What follows belongs to an exercise in optimizing a design on an open flow for small area, a short achievable clock period and few clock cycles; a production flow would make more cautious choices.
In this exercise RTL edits were held to simulation tests only and were not proved equivalent to the original.
Power figures rest on the tool's default switching activity, not on a simulated workload.

==> flow/design.v, too long to show whole: its modules and the start of the top module <==
// module dlx_alu: 44 lines
// module booth_mult: 3977 lines
// module booth_enc: 19 lines
// module reg_file: 36 lines
// module dlx_ex_top: 334 lines
module dlx_ex_top (
    input  logic      clk,
    input  logic      rst_n,
    input  logic      issue_valid,
    input  dlx_pkg::func_t issue_func,
    input  dlx_pkg::reg_idx_t issue_rd,
    input  dlx_pkg::reg_idx_t issue_rs1,
    input  dlx_pkg::reg_idx_t issue_rs2,
    input  dlx_pkg::word_t issue_imm,
    input  logic      issue_use_imm,
    output logic      stall,
    output logic      wb_valid,
    output dlx_pkg::reg_idx_t wb_rd,
    output dlx_pkg::word_t wb_data
);
  // ...
==> flow/flow/run.sh <==
#!/bin/bash
# Own layout flow: the standard flow (standard.sh: the standard synthesis,
# then ORFS through finish) with one change: buffer_ports builds the port
# buffers from sky130_fd_sc_hd__buf_4 instead of the delay buffer it picks by
# default, so that timing repair can resize them like any other buffer.
set -euo pipefail
export BUFFER_PORTS_ARGS="-buffer_cell sky130_fd_sc_hd__buf_4"
bash standard.sh finish > standard_flow.log 2>&1
==> flow/standard.sh <==
#!/bin/bash
# synth_recipe.tcl (not shown) runs the flow's synth.tcl, then flattens the netlist and writes it again
# the make line also repeats each setting of config.mk as NAME=value (left out here)
make -C /OpenROAD-flow-scripts/flow DESIGN_CONFIG=/design/flow/config.mk WORK_HOME=/design/flow/orfs CLKGATE_MAP_FILE= SYNTH_SCRIPT=/design/flow/synth_recipe.tcl "${@:-finish}"
==> flow/config.mk <==
export PLATFORM = sky130hd
export DESIGN_NAME = dlx_ex_top
export DESIGN_NICKNAME = dlx_ex_top
export VERILOG_FILES = /design/flow/design.v
export SDC_FILE = /design/flow/constraint.sdc
export NUM_CORES = 4
export LEC_CHECK = 0
export ABC_AREA = 1
export CAP_MARGIN = 20
export CORE_MARGIN = 2
export CORE_UTILIZATION = 35
export CTS_CLUSTER_DIAMETER = 100
export CTS_CLUSTER_SIZE = 20
export PLACE_DENSITY = 0.65
export SETUP_SLACK_MARGIN = 5
export SLEW_MARGIN = 20
==> flow/constraint.sdc <==
create_clock -name core_clock -period 8.0 [get_ports {clk}]
set_input_delay 1.6000 -clock core_clock [delete_from_list [all_inputs] [get_ports {clk}]]
set_output_delay 1.6000 -clock core_clock [all_outputs]
set_load 0.01 [all_outputs]
==> results list, run 1 <==
- Across the routed clock network, the largest skew measured is 0.0529 ns.
- CP Data Required Time: ~8.7 ns
* Fraction of layout instances using a drive strength above 1: 0.119
* Met3 track demand over resource in global routing: 0.118
- The later pin in the worst-skew pair is clocked with a latency of about 0.84 ns.
* Combinational power share: 0.570
- The number of buffers and inverters on the critical path is 3.
- In this run the remaining antenna-violating nets after routing total 0.
- Top-level port count: 96
* Starting DRC count in detailed routing: 14100
- Inverter count: approximately 1000
- Number of buffers inserted for hold repair after clock tree synthesis: 0
- Number of cells in the design after placement: around 14000
- Of the total synthesized cell area, the portion taken by AND, OR, NAND and NOR gates is 0.186.
- Fraction of synthesized cell area taken by the top area cell type: 0.315
- Path length in cells of the critical path: 14
- Count of filler cells inserted in the layout: 27900
- Result of the run: finished clean
- Post-layout nets: around 11000
* Wire length on met3: 67000 microns
* Clock Sink Count: between 1500 and 2000
- Of the total synthesized cell area, the portion taken by full adders, half adders and majority gates is 0.123.
- The worst setup path is captured at a flip-flop.
- Measured on the finished design, the core utilization comes to 0.396.
- Of all nets on the critical path, the largest fanout is 2.
Testbench counts, summed over its fixed seeds: cycles 3,478.
==> module dlx_ex_top, before the edit <==
module dlx_ex_top (
    input  logic      clk,
    input  logic      rst_n,
    input  logic      issue_valid,
    input  dlx_pkg::func_t issue_func,
    input  dlx_pkg::reg_idx_t issue_rd,
    input  dlx_pkg::reg_idx_t issue_rs1,
    input  dlx_pkg::reg_idx_t issue_rs2,
    input  dlx_pkg::word_t issue_imm,
    input  logic      issue_use_imm,
    output logic      stall,
    output logic      wb_valid,
    output dlx_pkg::reg_idx_t wb_rd,
    output dlx_pkg::word_t wb_data
);
    logic [5:0]  in_func;
    logic [4:0]  in_rd;
    logic [4:0]  in_rs1;
    logic [4:0]  in_rs2;
    logic [31:0] in_imm;
    assign in_func = issue_func;
    assign in_rd   = issue_rd;
    assign in_rs1  = issue_rs1;
    assign in_rs2  = issue_rs2;
    assign in_imm  = issue_imm;
    logic        hold_q;      
    logic        go_q;        
    logic        ir_v;
    logic [5:0]  ir_func;
    logic [4:0]  ir_rd;
    logic [4:0]  ir_rs1;
    logic [4:0]  ir_rs2;
    logic [31:0] ir_imm;
    logic        ir_ui;
    logic        e_v;
    logic        e_wr;
    logic [4:0]  e_rd;
    logic        e_mult;
    logic        e_hi;
    logic        e_add, e_sub, e_and, e_or, e_xor, e_sh, e_sll, e_sra, e_slt, e_sltu, e_lhi;
    logic [31:0] e_a;
    logic [31:0] e_b;
    logic        e_a_r1, e_a_r2, e_a_r3, e_a_o, e_b_r1, e_b_r2, e_b_r3, e_b_o;
    logic [16:0] e_one;
    logic [15:0] e_two;
    logic [15:0] e_neg;
    logic        v1, wr1, mult1, hi1;
    logic [4:0]  rd1;
    logic [31:0] r1;
    logic        v2, wr2, mult2, hi2;
    logic [4:0]  rd2;
    logic [31:0] r2;
    logic        v3, wr3;
    logic [4:0]  rd3;
    logic [31:0] r3;
    logic [31:0] r3_d;
    logic [31:0] wb_q;
    logic [31:0] r3f;      
    function automatic logic op_hazard(
        input logic [4:0] s, input logic u, input logic t,
        input logic p0_wr, input logic [4:0] p0_rd, input logic p0_mult,
        input logic p1_wr, input logic [4:0] p1_rd, input logic p1_mult, input logic p1_hi,
        input logic p2_wr, input logic [4:0] p2_rd, input logic p2_hi);
        logic m0, m1, m2;
        m0 = p0_wr && p0_rd == s;
        m1 = p1_wr && p1_rd == s;
        m2 = p2_wr && p2_rd == s;
        op_hazard = u && (m0 ? (t || p0_mult) : m1 ? (p1_mult && (t || p1_hi)) : (m2 && p2_hi && t));
    endfunction
    function automatic logic is_mult_f(input logic [5:0] f);
        is_mult_f = (f == 6'h0e) || (f == 6'h16);
    endfunction
    function automatic logic is_shift_f(input logic [5:0] f);
        is_shift_f = (f == 6'h04) || (f == 6'h06) || (f == 6'h07);
    endfunction
    logic d_mult;
    logic d_shift;
    logic d_lhi;
    logic d_wr;
    logic in_mult;
    logic in_shift;
    logic in_lhi;
    logic hold_d;
    assign d_mult   = is_mult_f(ir_func);
    assign d_shift  = is_shift_f(ir_func);
    assign d_lhi    = (ir_func == 6'h0f);
    assign d_wr     = ir_v && (ir_rd != 5'd0);
    assign in_mult  = is_mult_f(in_func);
    assign in_shift = is_shift_f(in_func);
    assign in_lhi   = (in_func == 6'h0f);
    assign hold_d = !go_q
        ? op_hazard(ir_rs1, !d_lhi, d_mult,
                    1'b0, 5'd0, 1'b0,  e_wr, e_rd, e_mult, e_hi,  wr1, rd1, hi1)
       || op_hazard(ir_rs2, !ir_ui, d_mult,
                    1'b0, 5'd0, 1'b0,  e_wr, e_rd, e_mult, e_hi,  wr1, rd1, hi1)
        : issue_valid &&
         (op_hazard(in_rs1, !in_lhi, in_mult,
                    d_wr, ir_rd, d_mult,  e_wr, e_rd, e_mult, e_hi,  wr1, rd1, hi1)
       || op_hazard(in_rs2, !issue_use_imm, in_mult,
                    d_wr, ir_rd, d_mult,  e_wr, e_rd, e_mult, e_hi,  wr1, rd1, hi1));
    always_ff @(posedge clk or negedge rst_n)
    begin
        if (!rst_n)
        begin
            hold_q <= 1'b0;
            go_q   <= 1'b1;
            ir_v   <= 1'b0;
        end
        else
        begin
            hold_q <= hold_d;
            go_q   <= !hold_d;
            if (go_q)
                ir_v <= issue_valid;
        end
    end
    always_ff @(posedge clk)
    begin
        if (go_q)
        begin
            ir_func <= in_func;
            ir_rd   <= in_rd;
            ir_rs1  <= in_rs1;
            ir_rs2  <= in_rs2;
            ir_imm  <= in_imm;
            ir_ui   <= issue_use_imm;
        end
    end
    assign stall = hold_q;
    logic [4:0]  next_rs1;
    logic [4:0]  next_rs2;
    logic        next_ui;
    logic [31:1] we_d;
    logic [31:1] we_q;
    logic [31:1] rf_valid;
    logic [31:1] valid_next;
    logic        n1_a, n2_a, n3_a, n1_b, n2_b, n3_b;
    logic        q_me_a, q_me_b, q_m1_a, q_m1_b, q_m2_a, q_m2_b;
    logic        s1_a, s2_a, s3_a, s1_b, s2_b, s3_b, si_b;
    logic [31:1] sel_a_d;
    logic [31:1] sel_b_d;
    logic [31:1] sel_a;
    logic [31:1] sel_b;
    logic [31:0] rf_a;
    logic [31:0] rf_b;
    logic [31:0] d_a;
    logic [31:0] d_b;
    logic [16:0] d_one;
    logic [15:0] d_two;
    logic [15:0] d_neg;
    assign next_rs1 = go_q ? in_rs1 : ir_rs1;
    assign next_rs2 = go_q ? in_rs2 : ir_rs2;
    assign next_ui  = go_q ? issue_use_imm : ir_ui;
    assign n1_a = e_wr && (e_rd == next_rs1);
    assign n2_a = wr1  && (rd1  == next_rs1);
    assign n3_a = wr2  && (rd2  == next_rs1);
    assign n1_b = e_wr && (e_rd == next_rs2);
    assign n2_b = wr1  && (rd1  == next_rs2);
    assign n3_b = wr2  && (rd2  == next_rs2);
    always_comb
    begin
        for (int i = 1; i < 32; i++)
        begin
            we_d[i]    = wr2 && (rd2 == 5'(i));
            sel_a_d[i] = (next_rs1 == 5'(i)) && valid_next[i] && !n1_a && !n2_a && !n3_a;
            sel_b_d[i] = (next_rs2 == 5'(i)) && valid_next[i] && !n1_b && !n2_b && !n3_b && !next_ui;
        end
    end
    assign valid_next = rf_valid | we_q;
    always_ff @(posedge clk or negedge rst_n)
    begin
        if (!rst_n)
            we_q <= '0;
        else
            we_q <= we_d;
    end
    always_ff @(posedge clk)
    begin
        sel_a  <= sel_a_d;
        sel_b  <= sel_b_d;
        s1_a   <= n1_a;
        s2_a   <= !n1_a && n2_a;
        s3_a   <= !n1_a && !n2_a && n3_a;
        s1_b   <= !next_ui && n1_b;
        s2_b   <= !next_ui && !n1_b && n2_b;
        s3_b   <= !next_ui && !n1_b && !n2_b && n3_b;
        si_b   <= next_ui;
        q_me_a <= go_q && d_wr && (ir_rd == in_rs1);
        q_me_b <= go_q && d_wr && (ir_rd == in_rs2);
        q_m1_a <= n1_a;
        q_m1_b <= n1_b;
        q_m2_a <= n2_a;
        q_m2_b <= n2_b;
    end
    reg_file u_rf (
        .clk   (clk),
        .rst_n (rst_n),
        .we    (we_q),
        .wdata (r3),
        .sel_a (sel_a),
        .sel_b (sel_b),
        .valid (rf_valid),
        .qa    (rf_a),
        .qb    (rf_b)
    );
    assign d_a = rf_a | ({32{s1_a}} & r1) | ({32{s2_a}} & r2) | ({32{s3_a}} & r3f);
    assign d_b = rf_b | ({32{s1_b}} & r1) | ({32{s2_b}} & r2) | ({32{s3_b}} & r3f)
               | ({32{si_b}} & ir_imm);
    booth_enc u_enc (
        .b   (d_b),
        .one (d_one),
        .two (d_two),
        .neg (d_neg)
    );
    always_ff @(posedge clk or negedge rst_n)
    begin
        if (!rst_n)
        begin
            e_v  <= 1'b0;
            e_wr <= 1'b0;
        end
        else
        begin
            e_v  <= ir_v && go_q;
            e_wr <= d_wr && go_q;
        end
    end
    always_ff @(posedge clk)
    begin
        e_rd   <= ir_rd;
        e_mult <= d_mult;
        e_hi   <= (ir_func == 6'h16);
        e_add  <= (ir_func == 6'h20) || (ir_func == 6'h22);
        e_sub  <= (ir_func == 6'h22) || (ir_func == 6'h2a) || (ir_func == 6'h3a);
        e_and  <= (ir_func == 6'h24);
        e_or   <= (ir_func == 6'h25);
        e_xor  <= (ir_func == 6'h26);
        e_sh   <= d_shift;
        e_sll  <= (ir_func == 6'h04);
        e_sra  <= (ir_func == 6'h07);
        e_slt  <= (ir_func == 6'h2a);
        e_sltu <= (ir_func == 6'h3a);
        e_lhi  <= d_lhi;
        e_a    <= d_a;
        e_b    <= d_b;
        e_a_r1 <= fx_a && q_me_a;
        e_a_r2 <= fx_a && !q_me_a && q_m1_a;
        e_a_r3 <= fx_a && !q_me_a && !q_m1_a && q_m2_a;
        e_a_o  <= !(fx_a && (q_me_a || q_m1_a || q_m2_a));
        e_b_r1 <= fx_b && q_me_b;
        e_b_r2 <= fx_b && !q_me_b && q_m1_b;
        e_b_r3 <= fx_b && !q_me_b && !q_m1_b && q_m2_b;
        e_b_o  <= !(fx_b && (q_me_b || q_m1_b || q_m2_b));
        e_one  <= d_one;
        e_two  <= d_two;
        e_neg  <= d_neg;
    end
    logic [31:0] x_a;
    logic [31:0] x_b;
    logic [31:0] alu_res;
    logic [31:0] p_lo;
    logic [31:0] p_hi;
    logic        fx_a;
    logic        fx_b;
    assign fx_a = !d_mult;
    assign fx_b = !d_mult && !ir_ui;
    assign x_a = ({32{e_a_r1}} & r1) | ({32{e_a_r2}} & r2) | ({32{e_a_r3}} & r3f) | ({32{e_a_o}} & e_a);
    assign x_b = ({32{e_b_r1}} & r1) | ({32{e_b_r2}} & r2) | ({32{e_b_r3}} & r3f) | ({32{e_b_o}} & e_b);
    dlx_alu u_alu (
        .a      (x_a),
        .b      (x_b),
        .c_add  (e_add),
        .c_sub  (e_sub),
        .c_and  (e_and),
        .c_or   (e_or),
        .c_xor  (e_xor),
        .c_sh   (e_sh),
        .c_sll  (e_sll),
        .c_sra  (e_sra),
        .c_slt  (e_slt),
        .c_sltu (e_sltu),
        .c_lhi  (e_lhi),
        .result (alu_res)
    );
    booth_mult u_mult (
        .clk     (clk),
        .a       (e_a),
        .one     (e_one),
        .two     (e_two),
        .neg     (e_neg),
        .p_lo    (p_lo),
        .p_hi    (p_hi)
    );
    always_ff @(posedge clk or negedge rst_n)
    begin
        if (!rst_n)
        begin
            v1  <= 1'b0;
            wr1 <= 1'b0;
            v2  <= 1'b0;
            wr2 <= 1'b0;
            v3  <= 1'b0;
            wr3 <= 1'b0;
        end
        else
        begin
            v1  <= e_v;
            wr1 <= e_wr;
            v2  <= v1;
            wr2 <= wr1;
            v3  <= v2;
            wr3 <= wr2;
        end
    end
    assign r3_d = hi2 ? p_hi : r2;
    always_ff @(posedge clk)
    begin
        rd1   <= e_rd;
        mult1 <= e_mult;
        hi1   <= e_hi;
        r1    <= alu_res;
        rd2   <= rd1;
        mult2 <= mult1;
        hi2   <= hi1;
        r2    <= (mult1 && !hi1) ? p_lo : r1;
        rd3   <= rd2;
        r3    <= r3_d;
        r3f   <= r3_d & {32{wr2}};
        wb_q  <= r3_d & {32{v2}};
    end
    assign wb_valid = v3;
    assign wb_rd    = rd3;
    assign wb_data  = wb_q;
endmodule
==> run 2, diff against run 1 <==
--- a/flow/design.v
+++ b/flow/design.v
@@ -67,23 +67,19 @@
 endmodule
 `timescale 1ns/100ps
 module booth_mult (
     input  logic        clk,
     input  logic [31:0] a,       
     input  logic [16:0] one,     
     input  logic [15:0] two,
     input  logic [15:0] neg,
-    output logic [31:0] p_lo,    
-    output logic [31:0] p_hi     
+    output logic [63:0] product  
 );
     logic [63:0] srow, crow;
-    logic [32:0] lo_sum;
-    logic [31:0] hs_q, hc_q;
-    logic        cy_q;
     logic pp_0_0;
     logic pp_0_1;
     logic pp_0_2;
     logic pp_0_3;
     logic pp_0_4;
     logic pp_0_5;
     logic pp_0_6;
     logic pp_0_7;
@@ -1987,16 +1983,135 @@
     logic s1105;
     logic c1106;
     logic s1107;
     logic c1108;
     logic s1109;
     logic c1110;
     logic s1111;
     logic c1112;
+    logic r2_0_0;
+    logic r2_0_1;
+    logic r2_1_0;
+    logic r2_2_0;
+    logic r2_3_0;
+    logic r2_4_0;
+    logic r2_5_0;
+    logic r2_6_0;
+    logic r2_7_0;
+    logic r2_7_1;
+    logic r2_8_0;
+    logic r2_8_1;
+    logic r2_9_0;
+    logic r2_9_1;
+    logic r2_10_0;
+    logic r2_10_1;
+    logic r2_11_0;
+    logic r2_11_1;
+    logic r2_12_0;
+    logic r2_12_1;
+    logic r2_13_0;
+    logic r2_13_1;
+    logic r2_14_0;
+    logic r2_14_1;
+    logic r2_15_0;
+    logic r2_15_1;
+    logic r2_16_0;
+    logic r2_16_1;
+    logic r2_17_0;
+    logic r2_17_1;
+    logic r2_18_0;
+    logic r2_18_1;
+    logic r2_19_0;
+    logic r2_19_1;
+    logic r2_20_0;
+    logic r2_20_1;
+    logic r2_21_0;
+    logic r2_21_1;
+    logic r2_22_0;
+    logic r2_22_1;
+    logic r2_23_0;
+    logic r2_23_1;
+    logic r2_24_0;
+    logic r2_24_1;
+    logic r2_25_0;
+    logic r2_25_1;
+    logic r2_26_0;
+    logic r2_27_0;
+    logic r2_27_1;
+    logic r2_28_0;
+    logic r2_28_1;
+    logic r2_29_0;
+    logic r2_29_1;
+    logic r2_30_0;
+    logic r2_30_1;
+    logic r2_31_0;
+    logic r2_31_1;
+    logic r2_32_0;
+    logic r2_32_1;
+    logic r2_33_0;
+    logic r2_33_1;
+    logic r2_34_0;
+    logic r2_34_1;
+    logic r2_35_0;
+    logic r2_35_1;
+    logic r2_36_0;
+    logic r2_36_1;
+    logic r2_37_0;
+    logic r2_37_1;
+    logic r2_38_0;
+    logic r2_38_1;
+    logic r2_39_0;
+    logic r2_39_1;
+    logic r2_40_0;
+    logic r2_40_1;
+    logic r2_41_0;
+    logic r2_41_1;
+    logic r2_42_0;
+    logic r2_42_1;
+    logic r2_43_0;
+    logic r2_43_1;
+    logic r2_44_0;
+    logic r2_44_1;
+    logic r2_45_0;
+    logic r2_45_1;
+    logic r2_46_0;
+    logic r2_46_1;
+    logic r2_47_0;
+    logic r2_47_1;
+    logic r2_48_0;
+    logic r2_48_1;
+    logic r2_49_0;
+    logic r2_49_1;
+    logic r2_50_0;
+    logic r2_50_1;
+    logic r2_51_0;
+    logic r2_51_1;
+    logic r2_52_0;
+    logic r2_52_1;
+    logic r2_53_0;
+    logic r2_53_1;
+    logic r2_54_0;
+    logic r2_54_1;
+    logic r2_55_0;
+    logic r2_55_1;
+    logic r2_56_0;
+    logic r2_56_1;
+    logic r2_57_0;
+    logic r2_57_1;
+    logic r2_58_0;
+    logic r2_58_1;
+    logic r2_59_0;
+    logic r2_59_1;
+    logic r2_60_0;
+    logic r2_61_0;
+    logic r2_61_1;
+    logic r2_62_0;
+    logic r2_63_0;
+    logic r2_63_1;
     assign pp_0_0 = ((one[0] & a[0])) ^ neg[0];
     assign pp_0_1 = ((one[0] & a[1]) | (two[0] & a[0])) ^ neg[0];
     assign pp_0_2 = ((one[0] & a[2]) | (two[0] & a[1])) ^ neg[0];
     assign pp_0_3 = ((one[0] & a[3]) | (two[0] & a[2])) ^ neg[0];
     assign pp_0_4 = ((one[0] & a[4]) | (two[0] & a[3])) ^ neg[0];
     assign pp_0_5 = ((one[0] & a[5]) | (two[0] & a[4])) ^ neg[0];
     assign pp_0_6 = ((one[0] & a[6]) | (two[0] & a[5])) ^ neg[0];
     assign pp_0_7 = ((one[0] & a[7]) | (two[0] & a[6])) ^ neg[0];
@@ -3675,147 +3790,145 @@
     assign s1105 = c1038 ^ s1039;
     assign c1106 = c1038 & s1039;
     assign s1107 = c1040 ^ s1041;
     assign c1108 = c1040 & s1041;
     assign s1109 = c1042 ^ s1043;
     assign c1110 = c1042 & s1043;
     assign s1111 = c1044 ^ s937;
     assign c1112 = c1044 & s937;
-    assign srow[0] = r1_0_0;
-    assign crow[0] = r1_0_1;
-    assign srow[1] = r1_1_0;
+    assign srow[0] = r2_0_0;
+    assign crow[0] = r2_0_1;
+    assign srow[1] = r2_1_0;
     assign crow[1] = 1'b0;
-    assign srow[2] = r1_2_0;
+    assign srow[2] = r2_2_0;
     assign crow[2] = 1'b0;
-    assign srow[3] = r1_3_0;
+    assign srow[3] = r2_3_0;
     assign crow[3] = 1'b0;
-    assign srow[4] = r1_4_0;
+    assign srow[4] = r2_4_0;
     assign crow[4] = 1'b0;
-    assign srow[5] = s819;
+    assign srow[5] = r2_5_0;
     assign crow[5] = 1'b0;
-    assign srow[6] = s943;
+    assign srow[6] = r2_6_0;
     assign crow[6] = 1'b0;
-    assign srow[7] = c944;
-    assign crow[7] = s945;
-    assign srow[8] = c946;
-    assign crow[8] = s947;
-    assign srow[9] = c948;
-    assign crow[9] = s949;
-    assign srow[10] = c950;
-    assign crow[10] = s951;
-    assign srow[11] = c952;
-    assign crow[11] = s953;
-    assign srow[12] = c954;
-    assign crow[12] = s955;
-    assign srow[13] = c956;
-    assign crow[13] = s957;
-    assign srow[14] = c958;
-    assign crow[14] = s959;
-    assign srow[15] = c960;
-    assign crow[15] = s961;
-    assign srow[16] = c962;
-    assign crow[16] = s963;
-    assign srow[17] = c964;
-    assign crow[17] = s965;
-    assign srow[18] = c966;
-    assign crow[18] = s967;
-    assign srow[19] = c968;
-    assign crow[19] = s969;
-    assign srow[20] = c970;
-    assign crow[20] = s971;
-    assign srow[21] = c972;
-    assign crow[21] = s973;
-    assign srow[22] = c974;
-    assign crow[22] = s975;
-    assign srow[23] = c976;
-    assign crow[23] = s977;
-    assign srow[24] = c978;
-    assign crow[24] = s979;
-    assign srow[25] = c980;
-    assign crow[25] = s981;
-    assign srow[26] = s1049;
+    assign srow[7] = r2_7_0;
+    assign crow[7] = r2_7_1;
+    assign srow[8] = r2_8_0;
+    assign crow[8] = r2_8_1;
+    assign srow[9] = r2_9_0;
+    assign crow[9] = r2_9_1;
+    assign srow[10] = r2_10_0;
+    assign crow[10] = r2_10_1;
+    assign srow[11] = r2_11_0;
+    assign crow[11] = r2_11_1;
+    assign srow[12] = r2_12_0;
+    assign crow[12] = r2_12_1;
+    assign srow[13] = r2_13_0;
+    assign crow[13] = r2_13_1;
+    assign srow[14] = r2_14_0;
+    assign crow[14] = r2_14_1;
+    assign srow[15] = r2_15_0;
+    assign crow[15] = r2_15_1;
+    assign srow[16] = r2_16_0;
+    assign crow[16] = r2_16_1;
+    assign srow[17] = r2_17_0;
+    assign crow[17] = r2_17_1;
+    assign srow[18] = r2_18_0;
+    assign crow[18] = r2_18_1;
+    assign srow[19] = r2_19_0;
+    assign crow[19] = r2_19_1;
+    assign srow[20] = r2_20_0;
+    assign crow[20] = r2_20_1;
+    assign srow[21] = r2_21_0;
+    assign crow[21] = r2_21_1;
+    assign srow[22] = r2_22_0;
+    assign crow[22] = r2_22_1;
+    assign srow[23] = r2_23_0;
+    assign crow[23] = r2_23_1;
+    assign srow[24] = r2_24_0;
+    assign crow[24] = r2_24_1;
+    assign srow[25] = r2_25_0;
+    assign crow[25] = r2_25_1;
+    assign srow[26] = r2_26_0;
     assign crow[26] = 1'b0;
-    assign srow[27] = c1050;
-    assign crow[27] = s1051;
-    assign srow[28] = c1052;
-    assign crow[28] = s1053;
-    assign srow[29] = c1054;
-    assign crow[29] = s1055;
-    assign srow[30] = c1056;
-    assign crow[30] = s1057;
-    assign srow[31] = c1058;
-    assign crow[31] = s1059;
-    assign srow[32] = c1060;
-    assign crow[32] = s1061;
-    assign srow[33] = c1062;
-    assign crow[33] = s1063;
-    assign srow[34] = c1064;
-    assign crow[34] = s1065;
-    assign srow[35] = c1066;
-    assign crow[35] = s1067;
-    assign srow[36] = c1068;
-    assign crow[36] = s1069;
-    assign srow[37] = c1070;
-    assign crow[37] = s1071;
-    assign srow[38] = c1072;
-    assign crow[38] = s1073;
-    assign srow[39] = c1074;
-    assign crow[39] = s1075;
-    assign srow[40] = c1076;
-    assign crow[40] = s1077;
-    assign srow[41] = c1078;
-    assign crow[41] = s1079;
-    assign srow[42] = c1080;
-    assign crow[42] = s1081;
-    assign srow[43] = c1082;
-    assign crow[43] = s1083;
-    assign srow[44] = c1084;
-    assign crow[44] = s1085;
-    assign srow[45] = c1086;
-    assign crow[45] = s1087;
-    assign srow[46] = c1088;
-    assign crow[46] = s1089;
-    assign srow[47] = c1090;
-    assign crow[47] = s1091;
-    assign srow[48] = c1092;
-    assign crow[48] = s1093;
-    assign srow[49] = c1094;
-    assign crow[49] = s1095;
-    assign srow[50] = c1096;
-    assign crow[50] = s1097;
-    assign srow[51] = c1098;
-    assign crow[51] = s1099;
-    assign srow[52] = c1100;
-    assign crow[52] = s1101;
-    assign srow[53] = c1102;
-    assign crow[53] = s1103;
-    assign srow[54] = c1104;
-    assign crow[54] = s1105;
-    assign srow[55] = c1106;
-    assign crow[55] = s1107;
-    assign srow[56] = c1108;
-    assign crow[56] = s1109;
-    assign srow[57] = c1110;
-    assign crow[57] = s1111;
-    assign srow[58] = c1112;
-    assign crow[58] = s1045;
-    assign srow[59] = c1046;
-    assign crow[59] = s939;
-    assign srow[60] = s1047;
+    assign srow[27] = r2_27_0;
+    assign crow[27] = r2_27_1;
+    assign srow[28] = r2_28_0;
+    assign crow[28] = r2_28_1;
+    assign srow[29] = r2_29_0;
+    assign crow[29] = r2_29_1;
+    assign srow[30] = r2_30_0;
+    assign crow[30] = r2_30_1;
+    assign srow[31] = r2_31_0;
+    assign crow[31] = r2_31_1;
+    assign srow[32] = r2_32_0;
+    assign crow[32] = r2_32_1;
+    assign srow[33] = r2_33_0;
+    assign crow[33] = r2_33_1;
+    assign srow[34] = r2_34_0;
+    assign crow[34] = r2_34_1;
+    assign srow[35] = r2_35_0;
+    assign crow[35] = r2_35_1;
+    assign srow[36] = r2_36_0;
+    assign crow[36] = r2_36_1;
+    assign srow[37] = r2_37_0;
+    assign crow[37] = r2_37_1;
+    assign srow[38] = r2_38_0;
+    assign crow[38] = r2_38_1;
+    assign srow[39] = r2_39_0;
+    assign crow[39] = r2_39_1;
+    assign srow[40] = r2_40_0;
+    assign crow[40] = r2_40_1;
+    assign srow[41] = r2_41_0;
+    assign crow[41] = r2_41_1;
+    assign srow[42] = r2_42_0;
+    assign crow[42] = r2_42_1;
+    assign srow[43] = r2_43_0;
+    assign crow[43] = r2_43_1;
+    assign srow[44] = r2_44_0;
+    assign crow[44] = r2_44_1;
+    assign srow[45] = r2_45_0;
+    assign crow[45] = r2_45_1;
+    assign srow[46] = r2_46_0;
+    assign crow[46] = r2_46_1;
+    assign srow[47] = r2_47_0;
+    assign crow[47] = r2_47_1;
+    assign srow[48] = r2_48_0;
+    assign crow[48] = r2_48_1;
+    assign srow[49] = r2_49_0;
+    assign crow[49] = r2_49_1;
+    assign srow[50] = r2_50_0;
+    assign crow[50] = r2_50_1;
+    assign srow[51] = r2_51_0;
+    assign crow[51] = r2_51_1;
+    assign srow[52] = r2_52_0;
+    assign crow[52] = r2_52_1;
+    assign srow[53] = r2_53_0;
+    assign crow[53] = r2_53_1;
+    assign srow[54] = r2_54_0;
+    assign crow[54] = r2_54_1;
+    assign srow[55] = r2_55_0;
+    assign crow[55] = r2_55_1;
+    assign srow[56] = r2_56_0;
+    assign crow[56] = r2_56_1;
+    assign srow[57] = r2_57_0;
+    assign crow[57] = r2_57_1;
+    assign srow[58] = r2_58_0;
+    assign crow[58] = r2_58_1;
+    assign srow[59] = r2_59_0;
+    assign crow[59] = r2_59_1;
+    assign srow[60] = r2_60_0;
     assign crow[60] = 1'b0;
-    assign srow[61] = c1048;
-    assign crow[61] = r1_61_0;
-    assign srow[62] = s941;
+    assign srow[61] = r2_61_0;
+    assign crow[61] = r2_61_1;
+    assign srow[62] = r2_62_0;
     assign crow[62] = 1'b0;
-    assign srow[63] = c942;
-    assign crow[63] = r1_63_0;
-    assign lo_sum = {1'b0, srow[31:0]} + {1'b0, crow[31:0]};
-    assign p_lo = lo_sum[31:0];
-    assign p_hi = hs_q + hc_q + {31'b0, cy_q};
+    assign srow[63] = r2_63_0;
+    assign crow[63] = r2_63_1;
+    assign product = srow + crow;
     always_ff @(posedge clk)
     begin
             r1_0_0 <= pp_0_0;
             r1_0_1 <= neg[0];
             r1_1_0 <= pp_0_1;
             r1_2_0 <= s1;
             r1_3_0 <= s377;
             r1_4_0 <= s637;
@@ -4033,19 +4146,135 @@
             r1_59_2 <= s631;
             r1_60_0 <= c632;
             r1_60_1 <= s633;
             r1_61_0 <= s817;
             r1_62_0 <= c818;
             r1_62_1 <= c374;
             r1_62_2 <= s375;
             r1_63_0 <= s635;
-            hs_q <= srow[63:32];
-            hc_q <= crow[63:32];
-            cy_q <= lo_sum[32];
+            r2_0_0 <= r1_0_0;
+            r2_0_1 <= r1_0_1;
+            r2_1_0 <= r1_1_0;
+            r2_2_0 <= r1_2_0;
+            r2_3_0 <= r1_3_0;
+            r2_4_0 <= r1_4_0;
+            r2_5_0 <= s819;
+            r2_6_0 <= s943;
+            r2_7_0 <= c944;
+            r2_7_1 <= s945;
+            r2_8_0 <= c946;
+            r2_8_1 <= s947;
+            r2_9_0 <= c948;
+            r2_9_1 <= s949;
+            r2_10_0 <= c950;
+            r2_10_1 <= s951;
+            r2_11_0 <= c952;
+            r2_11_1 <= s953;
+            r2_12_0 <= c954;
+            r2_12_1 <= s955;
+            r2_13_0 <= c956;
+            r2_13_1 <= s957;
+            r2_14_0 <= c958;
+            r2_14_1 <= s959;
+            r2_15_0 <= c960;
+            r2_15_1 <= s961;
+            r2_16_0 <= c962;
+            r2_16_1 <= s963;
+            r2_17_0 <= c964;
+            r2_17_1 <= s965;
+            r2_18_0 <= c966;
+            r2_18_1 <= s967;
+            r2_19_0 <= c968;
+            r2_19_1 <= s969;
+            r2_20_0 <= c970;
+            r2_20_1 <= s971;
+            r2_21_0 <= c972;
+            r2_21_1 <= s973;
+            r2_22_0 <= c974;
+            r2_22_1 <= s975;
+            r2_23_0 <= c976;
+            r2_23_1 <= s977;
+            r2_24_0 <= c978;
+            r2_24_1 <= s979;
+            r2_25_0 <= c980;
+            r2_25_1 <= s981;
+            r2_26_0 <= s1049;
+            r2_27_0 <= c1050;
+            r2_27_1 <= s1051;
+            r2_28_0 <= c1052;
+            r2_28_1 <= s1053;
+            r2_29_0 <= c1054;
+            r2_29_1 <= s1055;
+            r2_30_0 <= c1056;
+            r2_30_1 <= s1057;
+            r2_31_0 <= c1058;
+            r2_31_1 <= s1059;
+            r2_32_0 <= c1060;
+            r2_32_1 <= s1061;
+            r2_33_0 <= c1062;
+            r2_33_1 <= s1063;
+            r2_34_0 <= c1064;
+            r2_34_1 <= s1065;
+            r2_35_0 <= c1066;
+            r2_35_1 <= s1067;
+            r2_36_0 <= c1068;
+            r2_36_1 <= s1069;
+            r2_37_0 <= c1070;
+            r2_37_1 <= s1071;
+            r2_38_0 <= c1072;
+            r2_38_1 <= s1073;
+            r2_39_0 <= c1074;
+            r2_39_1 <= s1075;
+            r2_40_0 <= c1076;
+            r2_40_1 <= s1077;
+            r2_41_0 <= c1078;
+            r2_41_1 <= s1079;
+            r2_42_0 <= c1080;
+            r2_42_1 <= s1081;
+            r2_43_0 <= c1082;
+            r2_43_1 <= s1083;
+            r2_44_0 <= c1084;
+            r2_44_1 <= s1085;
+            r2_45_0 <= c1086;
+            r2_45_1 <= s1087;
+            r2_46_0 <= c1088;
+            r2_46_1 <= s1089;
+            r2_47_0 <= c1090;
+            r2_47_1 <= s1091;
+            r2_48_0 <= c1092;
+            r2_48_1 <= s1093;
+            r2_49_0 <= c1094;
+            r2_49_1 <= s1095;
+            r2_50_0 <= c1096;
+            r2_50_1 <= s1097;
+            r2_51_0 <= c1098;
+            r2_51_1 <= s1099;
+            r2_52_0 <= c1100;
+            r2_52_1 <= s1101;
+            r2_53_0 <= c1102;
+            r2_53_1 <= s1103;
+            r2_54_0 <= c1104;
+            r2_54_1 <= s1105;
+            r2_55_0 <= c1106;
+            r2_55_1 <= s1107;
+            r2_56_0 <= c1108;
+            r2_56_1 <= s1109;
+            r2_57_0 <= c1110;
+            r2_57_1 <= s1111;
+            r2_58_0 <= c1112;
+            r2_58_1 <= s1045;
+            r2_59_0 <= c1046;
+            r2_59_1 <= s939;
+            r2_60_0 <= s1047;
+            r2_61_0 <= c1048;
+            r2_61_1 <= r1_61_0;
+            r2_62_0 <= s941;
+            r2_63_0 <= c942;
+            r2_63_1 <= r1_63_0;
     end
 endmodule
 module booth_enc (
     input  logic [31:0] b,
     output logic [16:0] one,
     output logic [15:0] two,
     output logic [15:0] neg
 );
@@ -4159,54 +4388,56 @@
     logic [31:0] r3;
     logic [31:0] r3_d;
     logic [31:0] wb_q;
     logic [31:0] r3f;      
     function automatic logic op_hazard(
         input logic [4:0] s, input logic u, input logic t,
         input logic p0_wr, input logic [4:0] p0_rd, input logic p0_mult,
         input logic p1_wr, input logic [4:0] p1_rd, input logic p1_mult, input logic p1_hi,
-        input logic p2_wr, input logic [4:0] p2_rd, input logic p2_hi);
+        input logic p2_wr, input logic [4:0] p2_rd, input logic p2_mult);
         logic m0, m1, m2;
         m0 = p0_wr && p0_rd == s;
         m1 = p1_wr && p1_rd == s;
         m2 = p2_wr && p2_rd == s;
-        op_hazard = u && (m0 ? (t || p0_mult) : m1 ? (p1_mult && (t || p1_hi)) : (m2 && p2_hi && t));
+        op_hazard = u && (m0 ? (t || p0_mult) : m1 ? p1_mult : (m2 && p2_mult && t));
     endfunction
     function automatic logic is_mult_f(input logic [5:0] f);
         is_mult_f = (f == 6'h0e) || (f == 6'h16);
     endfunction
     function automatic logic is_shift_f(input logic [5:0] f);
         is_shift_f = (f == 6'h04) || (f == 6'h06) || (f == 6'h07);
     endfunction
     logic d_mult;
     logic d_shift;
+    logic d_sub;
     logic d_lhi;
     logic d_wr;
     logic in_mult;
     logic in_shift;
     logic in_lhi;
     logic hold_d;
     assign d_mult   = is_mult_f(ir_func);
     assign d_shift  = is_shift_f(ir_func);
+    assign d_sub    = (ir_func == 6'h22) || (ir_func == 6'h2a) || (ir_func == 6'h3a);
     assign d_lhi    = (ir_func == 6'h0f);
     assign d_wr     = ir_v && (ir_rd != 5'd0);
     assign in_mult  = is_mult_f(in_func);
     assign in_shift = is_shift_f(in_func);
     assign in_lhi   = (in_func == 6'h0f);
     assign hold_d = !go_q
         ? op_hazard(ir_rs1, !d_lhi, d_mult,
-                    1'b0, 5'd0, 1'b0,  e_wr, e_rd, e_mult, e_hi,  wr1, rd1, hi1)
+                    1'b0, 5'd0, 1'b0,  e_wr, e_rd, e_mult, e_hi,  wr1, rd1, mult1)
        || op_hazard(ir_rs2, !ir_ui, d_mult,
-                    1'b0, 5'd0, 1'b0,  e_wr, e_rd, e_mult, e_hi,  wr1, rd1, hi1)
+                    1'b0, 5'd0, 1'b0,  e_wr, e_rd, e_mult, e_hi,  wr1, rd1, mult1)
         : issue_valid &&
          (op_hazard(in_rs1, !in_lhi, in_mult,
-                    d_wr, ir_rd, d_mult,  e_wr, e_rd, e_mult, e_hi,  wr1, rd1, hi1)
+                    d_wr, ir_rd, d_mult,  e_wr, e_rd, e_mult, e_hi,  wr1, rd1, mult1)
        || op_hazard(in_rs2, !issue_use_imm, in_mult,
-                    d_wr, ir_rd, d_mult,  e_wr, e_rd, e_mult, e_hi,  wr1, rd1, hi1));
+                    d_wr, ir_rd, d_mult,  e_wr, e_rd, e_mult, e_hi,  wr1, rd1, mult1));
     always_ff @(posedge clk or negedge rst_n)
     begin
         if (!rst_n)
         begin
             hold_q <= 1'b0;
             go_q   <= 1'b1;
             ir_v   <= 1'b0;
         end
@@ -4330,17 +4561,17 @@
         end
     end
     always_ff @(posedge clk)
     begin
         e_rd   <= ir_rd;
         e_mult <= d_mult;
         e_hi   <= (ir_func == 6'h16);
         e_add  <= (ir_func == 6'h20) || (ir_func == 6'h22);
-        e_sub  <= (ir_func == 6'h22) || (ir_func == 6'h2a) || (ir_func == 6'h3a);
+        e_sub  <= d_sub;
         e_and  <= (ir_func == 6'h24);
         e_or   <= (ir_func == 6'h25);
         e_xor  <= (ir_func == 6'h26);
         e_sh   <= d_shift;
         e_sll  <= (ir_func == 6'h04);
         e_sra  <= (ir_func == 6'h07);
         e_slt  <= (ir_func == 6'h2a);
         e_sltu <= (ir_func == 6'h3a);
@@ -4357,18 +4588,17 @@
         e_b_o  <= !(fx_b && (q_me_b || q_m1_b || q_m2_b));
         e_one  <= d_one;
         e_two  <= d_two;
         e_neg  <= d_neg;
     end
     logic [31:0] x_a;
     logic [31:0] x_b;
     logic [31:0] alu_res;
-    logic [31:0] p_lo;
-    logic [31:0] p_hi;
+    logic [63:0] product;
     logic        fx_a;
     logic        fx_b;
     assign fx_a = !d_mult;
     assign fx_b = !d_mult && !ir_ui;
     assign x_a = ({32{e_a_r1}} & r1) | ({32{e_a_r2}} & r2) | ({32{e_a_r3}} & r3f) | ({32{e_a_o}} & e_a);
     assign x_b = ({32{e_b_r1}} & r1) | ({32{e_b_r2}} & r2) | ({32{e_b_r3}} & r3f) | ({32{e_b_o}} & e_b);
     dlx_alu u_alu (
         .a      (x_a),
@@ -4387,18 +4617,17 @@
         .result (alu_res)
     );
     booth_mult u_mult (
         .clk     (clk),
         .a       (e_a),
         .one     (e_one),
         .two     (e_two),
         .neg     (e_neg),
-        .p_lo    (p_lo),
-        .p_hi    (p_hi)
+        .product (product)
     );
     always_ff @(posedge clk or negedge rst_n)
     begin
         if (!rst_n)
         begin
             v1  <= 1'b0;
             wr1 <= 1'b0;
             v2  <= 1'b0;
@@ -4411,27 +4640,27 @@
             v1  <= e_v;
             wr1 <= e_wr;
             v2  <= v1;
             wr2 <= wr1;
             v3  <= v2;
             wr3 <= wr2;
         end
     end
-    assign r3_d = hi2 ? p_hi : r2;
+    assign r3_d = !mult2 ? r2 : hi2 ? product[63:32] : product[31:0];
     always_ff @(posedge clk)
     begin
         rd1   <= e_rd;
         mult1 <= e_mult;
         hi1   <= e_hi;
         r1    <= alu_res;
         rd2   <= rd1;
         mult2 <= mult1;
         hi2   <= hi1;
-        r2    <= (mult1 && !hi1) ? p_lo : r1;
+        r2    <= r1;
         rd3   <= rd2;
         r3    <= r3_d;
         r3f   <= r3_d & {32{wr2}};
         wb_q  <= r3_d & {32{v2}};
     end
     assign wb_valid = v3;
     assign wb_rd    = rd3;
     assign wb_data  = wb_q;
--- a/flow/config.mk
+++ b/flow/config.mk
@@ -6,11 +6,11 @@
 export NUM_CORES = 4
 export LEC_CHECK = 0
 export ABC_AREA = 1
 export CAP_MARGIN = 20
 export CORE_MARGIN = 2
 export CORE_UTILIZATION = 35
 export CTS_CLUSTER_DIAMETER = 100
 export CTS_CLUSTER_SIZE = 20
-export PLACE_DENSITY = 0.65
+export PLACE_DENSITY = 0.5
 export SETUP_SLACK_MARGIN = 5
 export SLEW_MARGIN = 20
==> run 2 against run 1 <==
  * Die area is 2.8% higher
  * Worst setup slack better by 0.18 ns
  * Via count rose by 3.4%
  * Critical path type unchanged
  * Largest cell class unchanged
==> results list, run 2 <==
* Result of the run: finished clean (unchanged)
- The total congestion overflow after global routing came to 0 (unchanged).
- Worst-path clk slew: 0.10 ns (was 0.09 ns)
* Most common cell on crit path: sky130_fd_sc_hd__nor2_1 (was sky130_fd_sc_hd__fa_1)
- The synthesized instance count was 11000 (was 10600).
* Clock tree from TritonCTS: built (unchanged)
* Flip-flop count of the largest register, all copies and words added: 992 (unchanged)
- Number of setup violations in the final report: 0 (unchanged)
- HPWL after detailed placement: 339000 microns (was 285000 microns)
- Largest net degree at the start of global routing: 73 (unchanged)
- The mapped cell area was 0.102 sq mm (was 0.0988 sq mm).
* H-tree levels: 3 (unchanged)
- The leakage dissipation was 46.5 nW (was 44.9 nW).
* Overall routed net length: 505000 microns (was 439000 microns)
- The slew of the pin with the lowest slew margin was 1.24 ns (was 1.18 ns).
- The number of I/O port buffers is 95 (unchanged).
- Summed negative setup slack over all endpoints: 0 ns (unchanged)
- The post-layout instance count excluding filler cells came to 14800 (was 14400).
- The final-stage net count came to 11700 (was 11300).
- Post-route clock skew: 0.118 ns (was 0.0529 ns)
- Worst-skew pair later-pin latency: 0.94 ns (was 0.84 ns)
* Proportion of synthesized chip area in sequential cells: 0.470 (was 0.472)
* Register containing the most flip-flops in the final layout: u_rf.rf (unchanged)
- Residual antenna-violating net count after detailed routing: 0 (unchanged)
- The hold path endpoint is u_mult.r2_63_1$_DFF_P_ (was u_mult.hc_q[31]$_DFF_P_).
* Largest driver fanout on the critical path: 20 (was 2)
* Fraction of synthesized cell area taken by the top area cell type: 0.306 (was 0.315)
* Global-route usage over all layers: 0.332 (was 0.295)
* Vias: 89300 (was 86400)
- The length of the first detailed-routing pass in iterations came to 9 (unchanged).
* Largest cells by area after synthesis: sky130_fd_sc_hd__edfxtp_1 (31%), sky130_fd_sc_hd__dfxtp_1 (15%), sky130_fd_sc_hd__nand2_1 (10%) (was sky130_fd_sc_hd__edfxtp_1 (31%), sky130_fd_sc_hd__dfxtp_1 (14%), sky130_fd_sc_hd__nand2_1 (10%))
- Die area: 0.294 sq mm (was 0.286 sq mm)
- Setup repair after global routing missed its margin: true (unchanged)
- The row count came to 197 (was 195).
- Horizontal extent of the die: 543 microns (was 535 microns)
- The number of enable-type register cells in the synthesized netlist was 1035 (unchanged).
- Commonest cells in the netlist: sky130_fd_sc_hd__nand2_1 (2827), sky130_fd_sc_hd__inv_1 (1111), sky130_fd_sc_hd__edfxtp_1 (1035) (was sky130_fd_sc_hd__nand2_1 (2661), sky130_fd_sc_hd__edfxtp_1 (1035), sky130_fd_sc_hd__inv_1 (1020))
* Number of cells in the design after placement: 14400 (was 14000)
* Number of buffers inserted for hold repair after clock tree synthesis: 0 (unchanged)
- Cell with the largest stage delay on the worst path: sky130_fd_sc_hd__a211oi_2 (was sky130_fd_sc_hd__fa_1)
- The most common cell after layout, fill and taps aside is sky130_fd_sc_hd__nand2_1 (unchanged).
* Power density of the placed cells: 330 mW/mm^2 (was 390 mW/mm^2)
- The global placer's final weighted congestion is 1.06 (was 1.05).
- The most used standard cell by instance count after synthesis is sky130_fd_sc_hd__nand2_1 (unchanged).
- The worst reg2reg path depth came to 11 (was 14).
* Buffer levels on the longest clock path: 4 (was 3)
- Mean area per synthesized cell: 9.26 sq um (was 9.32 sq um)
- Startpoint of the lowest-slack hold path: u_mult.r1_63_0$_DFF_P_ (unchanged)
* CORE AREA: 0.288 sq mm (was 0.282 sq mm)
* Synth Flop Type: sky130_fd_sc_hd__edfxtp_1 (unchanged)
- Distinct cell type count after synthesis: 70 (was 57)
- The effective utilization at floorplan is 0.352 (was 0.351).
* Worst Hold Path Cells: 0 (unchanged)
- Max VDD drop: 0.000245 V (was 0.000670 V)
- The path type of the worst min-delay path is reg2reg (unchanged).
- The post-route minimum period was 3.21 ns (was 3.39 ns).
- The worst-case register-to-register setup slack came to 4.79 ns (was 4.61 ns).
* Delay-heaviest family, CP: simple AND/OR/NAND/NOR gates (was adder cells)
- The category of the worst setup path launch point was a flip-flop (unchanged).
- The endpoint of the worst-slack reg-to-reg timing path is e_two[6]$_DFF_P_ (was r2[30]$_DFF_P_).
- The die extent in y came to 543 microns (was 535 microns).
- The share of final-layout standard cells stronger than drive strength 1 was 0.118 (was 0.119).
* Layout overhead on the synthesized area: 13.0% (was 12.9%)
- Data arrival time of the critical path: 3.98 ns (was 4.08 ns)
- Clock Sink Count: 1850 (was 1793)
- Number of buffers created by CTS: 113 (was 106)
* Final routed wire length divided by cell count: 34.0 microns (was 30.5 microns)
- The first-pass GRT wire length came to 689000 microns (was 605000 microns).
* List of cells traversed by the critical path: buf_4 -> inv_1 -> buf_6 -> o211ai_1 -> a211oi_2 -> nand4_1 -> nor2_1 -> nand2_1 -> nor2_1 -> nor2_1 -> a21oi_1 (was fa_1 -> fa_1 -> inv_2 -> fa_1 -> inv_2 -> ha_4 -> a21oi_4 -> nor2_1 -> nor2_1 -> inv_1 -> a21oi_2 -> nand2_2 -> o21ai_4 -> o21ai_1)
- Slowest cell delay on critical path: 0.41 ns (was 0.52 ns)
* Via-per-instance ratio: 6.02 (was 6.00)
* Worst flop-to-flop path startpoint: s1_b$_DFF_P_ (was u_mult.r1_28_2$_DFF_P_)
- The number of buffers and inverters on the critical path is 3 (unchanged).
* CP Data Required Time: 8.78 ns (was 8.69 ns)
- Drc violations: 0 (unchanged)
- Final Max Tran Viols: 0 (unchanged)
* CP endpoint kind: flip-flop (unchanged)
- The maximum operating frequency was 312 MHz (was 295 MHz).
- Number of antenna violations at the first check in global routing: 40 (was 37)
- The number of synthesized register bits is 1850 (was 1793).
- Worst max-slew margin expressed relative to the limit: 0.163 (was 0.211)
* Area leader, netlist: sky130_fd_sc_hd__edfxtp_1 (unchanged)
- The number of hold-slack violations in the final timing report came to 0 (unchanged).
* Fraction of synthesis flops using an asynchronous set or reset pin: 0.0389 (was 0.0402)
- Top library cells by usage in the layout, fill and taps aside: sky130_fd_sc_hd__nand2_1 (2776), sky130_fd_sc_hd__inv_1 (1045), sky130_fd_sc_hd__edfxtp_1 (1035), sky130_fd_sc_hd__nand3_1 (670), sky130_fd_sc_hd__dfxtp_1 (589) (was sky130_fd_sc_hd__nand2_1 (2595), sky130_fd_sc_hd__edfxtp_1 (1035), sky130_fd_sc_hd__inv_1 (964), sky130_fd_sc_hd__nand3_1 (678), sky130_fd_sc_hd__xor2_1 (576)).
* Starting DRC count in detailed routing: 13400 (was 14100)
- Critical path type: reg2reg (unchanged)
- Post-Synthesis Net Count: 11700 (was 11300)
- Top-level port count: 96 (unchanged)
* Number of global-route vias before repair: 86200 (was 80200)
- The post-route fraction of the period consumed by the critical path was 0.401 (was 0.423).
- The count of maximum capacitance violations is 0 (unchanged).
- The warning count from the yosys run is 5 (unchanged).
- The root buffer selected by CTS is sky130_fd_sc_hd__clkbuf_16 (unchanged).
run 2: cells by family after synthesis:
| kind of cell | count (synthesis) | share of synthesized area |
|---|---|---|
| XOR/XNOR | 613 | 0.0536 |
| AO/OA/AOI/OAI | 1598 | 0.103 |
| buffers and inverters | 1732 | 0.0660 |
| AND/OR/NAND/NOR | 4482 | 0.187 |
| multiplexers | 1 | 0.000111 |
| flip-flops | 1850 | 0.470 |
| adder cells (fa/ha/maj) | 691 | 0.120 |
run 2: stage by stage:
step / total power, mW / hold WS, ns / area (sq um) / utilization / worst slack [ns]
final: 37.8 / 0.332 / 115000 / 0.398 / 4.79
after global routing: 40.2 / 0.346 / 115000 / 0.398 / 4.84
after CTS: 37.2 / 0.332 / 112000 / 0.389 / 4.85
after detailed placement: 30.5 / 0.312 / 106000 / 0.368 / 3.56
after global placement: 30.2 / 0.315 / 106000 / 0.368 / 3.61
after floorplan: 23.2 / 0.310 / 102000 / - / 5.03
run 2: worst max-delay path by stage:
stage,endpoint,start,cells past startpoint,slack (ns)
final,e_two[6]$_DFF_P_,s1_b$_DFF_P_,11,4.79
after global routing,r1[29]$_DFF_P_,e_b_r2$_DFF_P_,14,4.84
after CTS,wb_q[26]$_DFF_P_,u_mult.r2_25_1$_DFF_P_,8,4.85
after detailed placement,sel_a[31]$_DFF_P_,issue_rs1[0],7,3.56
after global placement,sel_a[31]$_DFF_P_,issue_rs1[0],7,3.61
after floorplan,u_mult.r1_24_3$_DFF_P_,e_neg[7]$_DFF_P_,8,5.03
run 2: routing by layer:
metal	track usage	share of wire
met5	0.000822	0.00032
met4	0.204	0.078
met3	0.0842	0.12
met2	0.511	0.43
met1	0.418	0.37
run 2: layout make-up:
cell class / count / area [sq um]
Fill cell: 28700 / 174000
Inverter: 1135 / 4480
Antenna cell: 27 / 67.6
Clock inverter: 23 / 319
Tap cell: 3781 / 4730
Multi-Input combinational cell: 7389 / 49600
Sequential cell: 1850 / 48200
Timing Repair Buffer: 454 / 4330
Clock buffer: 175 / 3070
run 2: power by group:
part           total [mW]  internal (mW)  switching, mW
sequential           12.7           11.7           1.07
clock                6.34           2.82           3.52
combinational        18.7           6.66           12.1
total                37.8           21.2           16.7
run 2: repair_timing:
item                       CTS  global route
pin swaps                   49           113
setup endpoints to repair  419           217
gates resized for setup    500           405
cloned                       5             8
buffers inserted            79            72
Testbench counts of run 2, summed over its fixed seeds: cycles 3,565.

[re-timing with driven ports]
The flow's constraints put no driver on any port. The routed layouts listed below were extracted and timed again, unchanged, in two steps. Step 1, drivers: a clkbuf_16 drives clk and a buf_2 each remaining input, both assumed. Step 2 times the ports against the registers' clock, not the clock port: input delays grow and output delays shrink by t, the midpoint of the rising clock arrivals with the driver on. Slacks: ideal / step 1 / step 2; pairs: ideal / step 1.
| run | t (ns) | slack for setup (ns) | worst register clock-pin slew, ns |
|---|---|---|---|
| run 1 | 0.906 | 4.614 / 4.614 / 4.249 | 0.10 / 0.10 |
| run 2 | 0.985 | 4.795 / 4.795 / 4.249 | 0.10 / 0.10 |
After both steps setup and hold are still met in every run listed. For run 2, which loses most, drivers alone change the setup slack by 0.000 ns; drivers and shift together by -0.546 ns.
